What follows belongs to an exercise in optimizing a design on an open flow for small area, a short achievable clock period and few clock cycles per item; a production flow would make more cautious choices. Function was checked by simulation only, so behaviour that the tests miss may differ from the original. No activity file was given, so power comes from the tool's default toggle rates.

// cpu_top
module cpu_top (
    input  logic                   clk,
    input  logic                   rst_n,
    input  logic                   inst_vld,
    input  logic                   inst_last,
    input  cpu_isa_pkg::op_t       inst_op,
    input  cpu_isa_pkg::inst_id_t  inst_id,
    input  cpu_isa_pkg::reg_id_t   inst_dst_reg,
    input  cpu_isa_pkg::reg_id_t   inst_src_reg0,
    input  cpu_isa_pkg::reg_id_t   inst_src_reg1,
    input  cpu_isa_pkg::imm_t      inst_imm,
    output logic                   fetch_vld,
    output cpu_isa_pkg::pc_t       fetch_pc,
    output cpu_isa_pkg::inst_id_t  fetch_id,
    output logic                   inst_rdy,
    output logic                   write_mem_vld,
    output cpu_isa_pkg::inst_id_t  write_mem_id,
    output cpu_isa_pkg::data_t     write_mem_addr,
    output cpu_isa_pkg::data_t     write_mem_data,
    output logic                   exec_finish
);
    localparam int W = 16;
    cpu_isa_pkg::pc_t      pc_q;
    logic                  last_acc_q;    
    logic                  fin_q;
    logic                  ib_vld;
    logic                  ib_last;
    cpu_isa_pkg::op_t      ib_op;
    cpu_isa_pkg::reg_id_t  ib_dst;
    logic [3:0]            ib_s0_lo, ib_s0_hi, ib_s1_lo, ib_s1_hi;
    cpu_isa_pkg::imm_t     ib_imm;
    logic                  x_we;          
    logic                  x_mul;         
    logic                  x_st;          
    logic                  x_last;        
    logic                  x_add, x_cmp, x_shl, x_shr;
    cpu_isa_pkg::reg_id_t  x_dst;
    cpu_isa_pkg::inst_id_t x_id;          
    cpu_isa_pkg::data_t    x_a, x_b;
    logic [W/2-1:0]        x_one, x_two;   
    cpu_isa_pkg::data_t    alu_res;
    logic                  m_vld;
    cpu_isa_pkg::reg_id_t  m_dst;
    cpu_isa_pkg::data_t    m_s, m_c;
    cpu_isa_pkg::data_t    mul_s, mul_c;
    localparam int NX = 5;                
    logic [NX-1:0]         m_x, mul_x;
    cpu_isa_pkg::data_t    m_sum;
    cpu_isa_pkg::data_t    m_val;
    logic                  d_st, d_mul, d_add, d_cmp, d_shl, d_shr, d_addi, d_we;
    logic                  stall, go;
    cpu_isa_pkg::data_t    rf_a, rf_b, val_a, val_b;
    cpu_isa_pkg::data_t    rf_wdata;
  ...
clock: 7.0 ns
lec_check: 0
cap_margin: 20
core_margin: 2
core_utilization: 50
cts_cluster_diameter: 100
cts_cluster_size: 24
gpl_routability_driven: 0
place_density: 0.7
setup_slack_margin: 3.7
slew_margin: 20
standard.sh (not shown) runs the stock make flow with config.mk's settings and CLKGATE_MAP_FILE= SYNTH_SCRIPT=/design/flow/synth_recipe.tcl, a recipe that flattens the netlist after the stock synthesis.
==> flow/flow/run.sh <==
#!/bin/bash
# The standard layout (the standard.sh, unchanged synthesis) with two
# changes: the port buffers are sky130 buf cells, which the timing repair
# may resize, instead of the delay-buffer cell buffer_ports picks by default;
# and the clock tree is built without dummy loads. make's output goes to
# make_flow.log; each ORFS step keeps its own log under orfs/logs.
set -euo pipefail
export BUFFER_PORTS_ARGS="-buffer_cell sky130_fd_sc_hd__buf_2"
export CTS_ARGS="-sink_clustering_enable -repair_clock_nets -dont_use_dummy_load -sink_clustering_size 24 -sink_clustering_max_diameter 100"
bash standard.sh > make_flow.log 2>&1
Testbench counts at the start, summed over its fixed seeds: cycles 23,762, insts 22,445.
Change:
CORE_UTILIZATION = 60   (was 50)
GPL_ROUTABILITY_DRIVEN = not set   (was 0)
PLACE_DENSITY = not set   (was 0.7)
Final area came out higher slightly; wire length climbs slightly; worst setup slack improves by 0.10 ns.
Change:
CORE_UTILIZATION = 50   (was 60)
Outcome:
- clock power climbs by about 3%
- setup slack got worse by 0.019 ns
- cell count goes up by 5.1%
- design area grows by about 1%
- global-route usage is lower by 4.6 points
- combinational power goes up by about 3%
- utilization shrinks by 11 points
- maximum frequency is lower by 0.58%
- via count falls by 0.37%
- flip-flop and latch count is unchanged
Change:
--- a/flow/flow/run.sh
+++ b/flow/flow/run.sh
@@ -6,5 +6,5 @@
 # make_flow.log; each ORFS step keeps its own log under orfs/logs.
 set -euo pipefail
-export BUFFER_PORTS_ARGS="-buffer_cell sky130_fd_sc_hd__buf_2"
+export BUFFER_PORTS_ARGS="-buffer_cell sky130_fd_sc_hd__buf_1"
 export CTS_ARGS="-sink_clustering_enable -repair_clock_nets -dont_use_dummy_load -sink_clustering_size 24 -sink_clustering_max_diameter 100"
 bash standard.sh > make_flow.log 2>&1
What happened: Worst setup slack gets worse by 0.013 ns. Sequential power stays flat. Area after synthesis is unchanged. Utilization stays flat. Via count stays flat. Die area stays the same. Synthesized cell count is unchanged. Count of clock-buffer cells in the layout falls by 1. Design area is about the same.

---

Another version of the RTL of cpu_top (not shown whole).
clock: 7.0 ns
lec_check: 0
cap_margin: 20
core_margin: 2
core_utilization: 50
cts_cluster_diameter: 100
cts_cluster_size: 24
setup_slack_margin: 3.5
slew_margin: 20
==> flow/flow/run.sh <==
#!/bin/bash
# The standard layout (the standard.sh, unchanged synthesis) with two
# changes: the port buffers are sky130 buf cells, which the timing repair
# may resize, instead of the delay-buffer cell buffer_ports picks by default;
# and the clock tree is built without dummy loads. make's output goes to
# make_flow.log; each ORFS step keeps its own log under orfs/logs.
set -euo pipefail
export BUFFER_PORTS_ARGS="-buffer_cell sky130_fd_sc_hd__buf_2"
export CTS_ARGS="-sink_clustering_enable -repair_clock_nets -dont_use_dummy_load -sink_clustering_size 24 -sink_clustering_max_diameter 100"
bash standard.sh > make_flow.log 2>&1
Testbench counts at the start, summed over its fixed seeds: cycles 23,762, insts 22,445.
Then changed:
==> flow/flow/run.sh (replaced) <==
#!/bin/bash
# The standard layout, with the port buffers made of sky130 buf cells (which
# the timing repair may resize) instead of the delay-buffer cell that
# buffer_ports picks by default, and a clock tree without dummy loads.
set -euo pipefail
export BUFFER_PORTS_ARGS="-buffer_cell sky130_fd_sc_hd__buf_2"
export CTS_ARGS="-sink_clustering_enable -repair_clock_nets -dont_use_dummy_load -sink_clustering_size 30 -sink_clustering_max_diameter 120"
bash standard.sh > make_flow.log 2>&1
CTS_CLUSTER_DIAMETER = 120   (was 100)
CTS_CLUSTER_SIZE = 30   (was 24)
Outcome: Clock-buffer cell count is lower by 3. Power drops by 0.50%. Setup slack improves by 29 ps. Hold slack is better by 11 ps. Cell area barely changes. Critical path depth is unchanged. Utilization stays flat.
Then changed:
==> flow/flow/run.sh (replaced) <==
#!/bin/bash
# The standard layout (the standard.sh, unchanged synthesis) with two
# changes: the port buffers are sky130 buf cells, which the timing repair
# may resize, instead of the delay-buffer cell buffer_ports picks by default;
# and the clock tree is built without dummy loads. make's output goes to
# make_flow.log; each ORFS step keeps its own log under orfs/logs.
set -euo pipefail
export BUFFER_PORTS_ARGS="-buffer_cell sky130_fd_sc_hd__buf_2"
export CTS_ARGS="-sink_clustering_enable -repair_clock_nets -dont_use_dummy_load -sink_clustering_size 24 -sink_clustering_max_diameter 100"
bash standard.sh > make_flow.log 2>&1
CTS_CLUSTER_DIAMETER = 100   (was 120)
CTS_CLUSTER_SIZE = 24   (was 30)
SETUP_SLACK_MARGIN = 3.7   (was 3.5)
Outcome:
- The new run ran to the end with no violations
- hold slack hardly moves
- via count goes up by 1.5%
- setup slack gains 160 ps
- power climbs by about 3.5%
Then changed:
SETUP_SLACK_MARGIN = 3.5   (was 3.7)
TNS_END_PERCENT = 10   (was not set)
Result: The changed run went through all stages and came out clean; worst setup slack degrades by 370 ps; clock-buffer cell count is unchanged; via count goes down by about 2.4%; maximum frequency goes down by about 10%; cell area goes down by 4.1%; combinational power goes down by 8.1%.

---

run 1:
Another version of the RTL of cpu_top (not shown whole).
Size: about 1800 cells after synthesis, ~95 I/O pins, ~22000 sq um of cells after synthesis.
clock: 7.0 ns
lec_check: 0
cap_margin: 20
core_margin: 2
core_utilization: 50
cts_cluster_diameter: 100
cts_cluster_size: 24
setup_slack_margin: 3.8
slew_margin: 20
==> flow/flow/run.sh <==
#!/bin/bash
# The standard layout (the standard.sh, unchanged synthesis) with two
# changes: the port buffers are sky130 buf cells, which the timing repair
# may resize, instead of the delay-buffer cell buffer_ports picks by default;
# and the clock tree is built without dummy loads. make's output goes to
# make_flow.log; each ORFS step keeps its own log under orfs/logs.
set -euo pipefail
export BUFFER_PORTS_ARGS="-buffer_cell sky130_fd_sc_hd__buf_2"
export CTS_ARGS="-sink_clustering_enable -repair_clock_nets -dont_use_dummy_load -sink_clustering_size 24 -sink_clustering_max_diameter 100"
bash standard.sh > make_flow.log 2>&1
No stage failed in run 1, and the final checks on the layout all came back clean.
Testbench counts of run 1, summed over its fixed seeds: cycles 23,762, insts 22,445.
What run 2 does differently from run 1 at the input level:
- a change of SETUP_SLACK_MARGIN from 3.8 to 3.7
- a change of CORE_UTILIZATION from 50 to 60
--- outcome ---
- Against run 1, run 2 comes in about 9% lower on die width.
- When run 2 is measured against run 1, its total via count in the routed design turns out 86 lower.
- Re buffering overhead: run 2 and run 1 aren't equal, and the lower value belongs to run 2.
diff inputs: run 2 => run 3
- swapping 60 for 50 in CORE_UTILIZATION
## What came out
No stage failed in run 3, and the final checks on the layout all came back clean. Diff run 2 -> run 3: final worst-path setup slack saw little to no change; post-route minimum period was more or less identical. In terms of area added between synthesis and finish, run 3 and run 2 differ only marginally. Wire length of the first global-routing pass grows by a few percent when moving from run 2 to run 3. Compared with run 2, in run 3 global-route usage fell by 5.1 points, share of total power in the clock network rose by 0.4 points, final-report hold violation count stayed essentially flat, final cell count rose by 105, total power fell by about 0.9%. Run 3 ended up with m_s[1] as its source of the critical timing path; run 2 ended up with x_we.

---

Setup of wip/maple:
cpu_top, a different RTL version from the one above (not shown whole).
For scale: about 1,900 cells after synthesis, ~410 flip-flops, about 95 I/O pins, ~0.022 mm² of cells after synthesis.
Settings: LEC_CHECK=0, CAP_MARGIN=20, CORE_MARGIN=2, CORE_UTILIZATION=50, SETUP_SLACK_MARGIN=3.5, SLEW_MARGIN=20; clock period 7.0 ns.
==> flow/flow/run.sh <==
#!/bin/bash
# The standard layout, with the port buffers made of sky130 buf cells (which
# the timing repair may resize) instead of the delay-buffer cell that
# buffer_ports picks by default.
set -euo pipefail
export BUFFER_PORTS_ARGS="-buffer_cell sky130_fd_sc_hd__buf_2"
bash standard.sh > make_flow.log 2>&1
Testbench counts of wip/maple, summed over its fixed seeds: cycles 23,762, insts 22,445.
For wip/amber, these inputs were changed with respect to wip/maple:
==> flow/run.sh (new file) <==
#!/bin/bash
# synth_recipe.tcl (not shown) runs the flow's synth.tcl, then flattens the netlist and writes it again
# the make line also repeats each setting of config.mk as NAME=value (left out here)
make -C /OpenROAD-flow-scripts/flow DESIGN_CONFIG=/design/flow/config.mk WORK_HOME=/design/flow/orfs CLKGATE_MAP_FILE= SYNTH_SCRIPT=/design/flow/synth_recipe.tcl finish
removed: flow/flow/run.sh
removed: flow/standard.sh
--- outcome ---
Side by side, flip-flop and latch share of the layout cell area turned out lower in wip/amber than in wip/maple.
wip/amber vs. wip/maple: detailed placer's ending HPWL increased by about 1.6% relative to the old numbers, share of power burned in the clock network has increased, overall routed net length held, worst setup slack fell 0.078 ns, total power of the final layout has decreased.
The clock skew number comes out higher for wip/amber vs wip/maple.
Final design area excluding fillers ended up 240 µm² higher on wip/amber than on wip/maple.
wip/maple vs wip/amber, classification of the worst setup path: reg2out vs in2out
wip/amber: flow completed, timing, DRC and antenna clean
wip/maple was carried through to the last stage, and its layout satisfied the timing, DRC and antenna checks.
Re worst-case vdd ir drop: wip/amber and wip/maple aren't equal, and the higher value belongs to wip/maple.
Y dimension of the die: wip/maple vs wip/amber identical

re-timing with driven ports:
The results above use ideal ports. As a check the final layouts listed here were re-extracted and re-timed, cells and wires unchanged.
Step 1: set_driving_cell puts a clkbuf_16 on clk and a buf_2 on each other input, an assumption about the parent block.
Step 2 times the ports against the registers' clock, not the clock port: input delays grow and output delays shrink by t, the midpoint of the rising clock arrivals with the driver on.
Three values: no drivers, after step 1, after step 2; two values: the first two.
| run | t, ns | setup slack, ns | pins driven straight from the clock port |
|---|---|---|---|
| the first run of note 1 | 0.608 | 3.646 / 3.646 / 3.646 | 1 |
| the second run of note 1 | 0.607 | 3.747 / 3.717 / 3.717 | 1 |
| the third run of note 1 | 0.603 | 3.728 / 3.688 / 3.688 | 1 |
| the fourth run of note 1 | 0.605 | 3.715 / 3.689 / 3.689 | 1 |
| the first run of note 2 | 0.619 | 3.509 / 3.509 / 3.509 | 1 |
| the second run of note 2 | 0.581 | 3.538 / 3.523 / 3.523 | 1 |
| the third run of note 2 | 0.606 | 3.698 / 3.659 / 3.659 | 1 |
| the fourth run of note 2 | 0.619 | 3.328 / 3.322 / 3.322 | 1 |
| run 1 | 0.615 | 3.781 / 3.742 / 3.742 | 1 |
| run 2 | 0.610 | 3.734 / 3.721 / 3.721 | 1 |
| run 3 | 0.615 | 3.733 / 3.717 / 3.717 | 1 |
| wip/maple | 0.636 | 3.422 / 3.367 / 3.564 | 1 |
| wip/amber | 0.634 | 3.344 / 3.310 / 3.312 | 1 |
After both steps every run listed still meets setup and hold. For the third run of note 1, which loses most, drivers alone change the setup slack by -0.040 ns; drivers and shift together by -0.040 ns.
